From an optimization exercise on the open Yosys and OpenROAD flow, aimed at small area, a short achievable clock period and few clock cycles per item; shortcuts taken in it are not production practice. The RTL was checked by simulation tests, not by an equivalence proof against the original design.

Design sw_top, start of the top module:
module sw_top (
    input  logic                                clk,
    input  logic                                reset,
    input  logic                                i_valid,
    input  sw_pkg::base_t                       i_ref_base,
    input  sw_pkg::base_t                       i_query_base,
    output logic                                o_finish,
    output logic [8-1:0]              o_max,
    output logic [sw_pkg::RIDX_W:0]             o_pos_ref,
    output logic [sw_pkg::QIDX_W:0]             o_pos_query
);
    logic                        start;
    logic                        load;
    logic [5:0]                  cnt;
    logic                        last;
    logic                        busy;
    logic [5:0]                  best_m2;
    logic [16-1:0][1:0] cand;
    logic                        row1;
    logic [5:0]                  best_s;
    logic [5:0]                  best_g;
    logic [4:0]                  best_j;
    logic [4:0]                  best_i;
    sw_sequencer u_sequencer (
        .clk      (clk),
        .reset    (reset),
        .i_valid  (i_valid),
        .o_start  (start),
        .o_load   (load),
        .o_cnt    (cnt),
        .o_busy   (busy),
        .o_last   (last),
        .o_finish (o_finish)
    );
    sw_pe_array u_pe_array (
        .clk          (clk),
        .reset        (reset),
        .i_start      (start),
  ...
Size: ~2,300 cells after synthesis, ~300 flip-flops, ~27 I/O pins, roughly 20,000 µm² of cells after synthesis.
==> module sw_max_tracker, before the edit <==
module sw_max_tracker (
    input  logic                          clk,
    input  logic                          i_clear,   
    input  logic [5:0]                    i_cnt,
    input  logic                          i_last,    
    input  logic [16-1:0][1:0]   i_cand,
    input  logic                          i_row1,    
    output logic [5:0]                    o_best,    
    output logic [5:0]                    o_best_m2,
    output logic [5:0]                    o_max,
    output logic [4:0]                    o_pos_ref,
    output logic [4:0]                    o_pos_query
);
    localparam int N = 16;
    logic [5:0]   g_q;        
    logic [5:0]   gm2_q;      
    logic [5:0]   g_m1;
    logic [5:0]   g_m2;
    logic [5:0]   gm2_nxt;
    logic [2:0]   step_q;     
    logic [4:0]   col_q;      
    logic [5:0]   diag_q;     
    logic [4:0]   row_q;      
    logic [N-1:0] c2;
    logic [N-1:0] c1;
    logic [N-1:0] c0;
    logic [N-1:0] below;      
    logic [N-1:0] c0b;
    logic         any2;
    logic         any1;
    logic         any0;
    logic [4:0]   enc2;
    logic [4:0]   enc1;
    logic [4:0]   enc0;
    logic [5:0]   cnt2;
    logic [5:0]   cnt3;
    logic [5:0]   g_p1;
    logic [5:0]   g_p2;
    logic         take;
    logic [5:0]   g_nxt;
    logic [4:0]   col_nxt;
    function automatic logic [4:0] lowest(input logic [N-1:0] v);
        lowest = '0;
        for (int k = N - 1; k >= 0; k--) begin
            if (v[k]) begin
                lowest = 5'(k + 1);
            end
        end
    endfunction
    for (genvar k = 0; k < N - 1; k++) begin : g_cls
        logic p2;
        logic p1;
        logic p0;
        assign p2 = i_cand[k] == 2'd3;
        assign p1 = i_cand[k] == 2'd2;
        assign p0 = i_cand[k] == 2'd1;
        assign c2[k] = p2 & step_q[0];
        assign c1[k] = (p2 & step_q[1]) | (p1 & step_q[0]);
        assign c0[k] = (p2 & step_q[2]) | (p1 & step_q[1]) | (p0 & step_q[0]);
        assign below[k] = (5'(k + 1) < col_q);
    end
    logic x2;
    logic x1;
    assign x2         = i_row1 && (g_q == 6'd0);
    assign x1         = i_row1 && (g_q == 6'd1);
    assign c2[N-1]    = (i_cand[N-1] == 2'd3) || x2;
    assign c1[N-1]    = (i_cand[N-1] == 2'd2) || x1;
    assign c0[N-1]    = 1'b0;
    assign below[N-1] = 1'b0;
    assign c0b     = c0 & below;
    assign any2    = |c2;
    assign any1    = |c1;
    assign any0    = |c0b;
    assign enc2    = lowest(c2);
    assign enc1    = lowest(c1);
    assign enc0    = lowest(c0b);
    assign cnt2    = i_cnt + 6'd2;
    assign cnt3    = i_cnt + 6'd3;
    assign g_p1    = g_q + 6'd1;
    assign g_p2    = g_q + 6'd2;
    assign take    = any2 || any1 || any0;
    assign g_nxt   = any2 ? g_p2 : (any1 ? g_p1 : g_q);
    assign g_m1    = (g_q > 6'd1) ? g_q - 6'd1 : 6'd0;
    assign g_m2    = (g_q > 6'd2) ? g_q - 6'd2 : 6'd0;
    assign gm2_nxt = any2 ? g_q : (any1 ? g_m1 : g_m2);
    assign col_nxt = any2 ? enc2 : (any1 ? enc1 : enc0);
    always_ff @(posedge clk) begin
        if (i_clear) begin
            g_q    <= '0;
            gm2_q  <= '0;
            step_q <= 3'b001;
            col_q  <= 5'd1;
            diag_q <= 6'd2;
        end else begin
            step_q <= any2 ? 3'b100 : (any1 ? 3'b010 : 3'b001);
            if (take) begin
                g_q    <= g_nxt;
                gm2_q  <= gm2_nxt;
                col_q  <= col_nxt;
                if (col_nxt == 5'(N)) begin
                    diag_q <= (any2 ? x2 : x1) ? 6'(N + 1) : cnt3;
                end else begin
                    diag_q <= cnt2;
                end
            end
        end
        if (i_last && take) begin
            row_q <= 5'(24);
        end else begin
            row_q <= diag_q[4:0] - col_q;
        end
    end
    assign o_best      = g_q;
    assign o_best_m2   = gm2_q;
    assign o_max       = g_q;
    assign o_pos_ref   = col_q;
    assign o_pos_query = row_q;
endmodule
Settings: LEC_CHECK=0, CAP_MARGIN=20, CORE_MARGIN=2, CORE_UTILIZATION=40, SETUP_SLACK_MARGIN=4.5, SLEW_MARGIN=20, TNS_END_PERCENT=100; clock period 7.5 ns.
run.sh (not shown) runs the stock make flow with config.mk's settings and CLKGATE_MAP_FILE= SYNTH_SCRIPT=/design/flow/synth_recipe.tcl, a recipe that flattens the netlist after the stock synthesis.
Testbench counts at the start, summed over its fixed seeds: cycles 12,480, runs 320.
Edit:
--- a/flow/design.v
+++ b/flow/design.v
@@ -255,16 +255,12 @@
     output logic [5:0]                    o_max,
     output logic [4:0]                    o_pos_ref,
     output logic [4:0]                    o_pos_query
 );
     localparam int N = 16;
     logic [5:0]   g_q;        
-    logic [5:0]   gm2_q;      
-    logic [5:0]   g_m1;
-    logic [5:0]   g_m2;
-    logic [5:0]   gm2_nxt;
     logic [2:0]   step_q;     
     logic [4:0]   col_q;      
     logic [5:0]   diag_q;     
     logic [4:0]   row_q;      
     logic [N-1:0] c2;
     logic [N-1:0] c1;
@@ -322,28 +318,23 @@
     assign cnt2    = i_cnt + 6'd2;
     assign cnt3    = i_cnt + 6'd3;
     assign g_p1    = g_q + 6'd1;
     assign g_p2    = g_q + 6'd2;
     assign take    = any2 || any1 || any0;
     assign g_nxt   = any2 ? g_p2 : (any1 ? g_p1 : g_q);
-    assign g_m1    = (g_q > 6'd1) ? g_q - 6'd1 : 6'd0;
-    assign g_m2    = (g_q > 6'd2) ? g_q - 6'd2 : 6'd0;
-    assign gm2_nxt = any2 ? g_q : (any1 ? g_m1 : g_m2);
     assign col_nxt = any2 ? enc2 : (any1 ? enc1 : enc0);
     always_ff @(posedge clk) begin
         if (i_clear) begin
             g_q    <= '0;
-            gm2_q  <= '0;
             step_q <= 3'b001;
             col_q  <= 5'd1;
             diag_q <= 6'd2;
         end else begin
             step_q <= any2 ? 3'b100 : (any1 ? 3'b010 : 3'b001);
             if (take) begin
                 g_q    <= g_nxt;
-                gm2_q  <= gm2_nxt;
                 col_q  <= col_nxt;
                 if (col_nxt == 5'(N)) begin
                     diag_q <= (any2 ? x2 : x1) ? 6'(N + 1) : cnt3;
                 end else begin
                     diag_q <= cnt2;
                 end
@@ -353,13 +344,13 @@
             row_q <= 5'(24);
         end else begin
             row_q <= diag_q[4:0] - col_q;
         end
     end
     assign o_best      = g_q;
-    assign o_best_m2   = gm2_q;
+    assign o_best_m2   = (g_q > 6'd2) ? g_q - 6'd2 : 6'd0;
     assign o_max       = g_q;
     assign o_pos_ref   = col_q;
     assign o_pos_query = row_q;
 endmodule
 `timescale 1ns/1ps
 module sw_top (
After rerunning: Sequential cell count falls by 6. Setup slack improves by 160 ps. Non-clock buffer count rises by 4. Design area went up slightly. Critical path depth rose by 1. Wire length goes down by a few percent. Core utilization came out higher by 0.58 points. Count of clock-buffer cells in the layout fell by 4. Final cell count came out lower by a few percent.
Testbench counts after the change, summed over its fixed seeds: cycles 12,480, runs 320.

==> separate check: timing with driven ports <==
In the flow no input, the clock included, has a driving cell. The finished layouts below were timed again as built, in two steps.
Step 1 assumes that a clkbuf_16 drives the clock port and a buf_2 every other input.
Step 2 moves the port delays by t, midway between the first and last clock arrival at a register: inputs arrive t later, outputs are due t later. That takes back most of the time a late clock gives input paths.
a / b / c = ideal ports / drivers / drivers and shift; a / b = the first two.
| run | shift t [ns] | setup WS [ns] | worst slew at a driven data input, ns |
|---|---|---|---|
| the first run | 0.579 | 4.364 / 4.362 / 4.047 | 0.03 |
| the second run | 0.569 | 4.522 / 4.522 / 4.008 | 0.03 |
After both steps setup and hold are still met in every run listed. For the second run, which loses most, drivers alone change the setup slack by 0.000 ns; drivers and shift together by -0.514 ns.
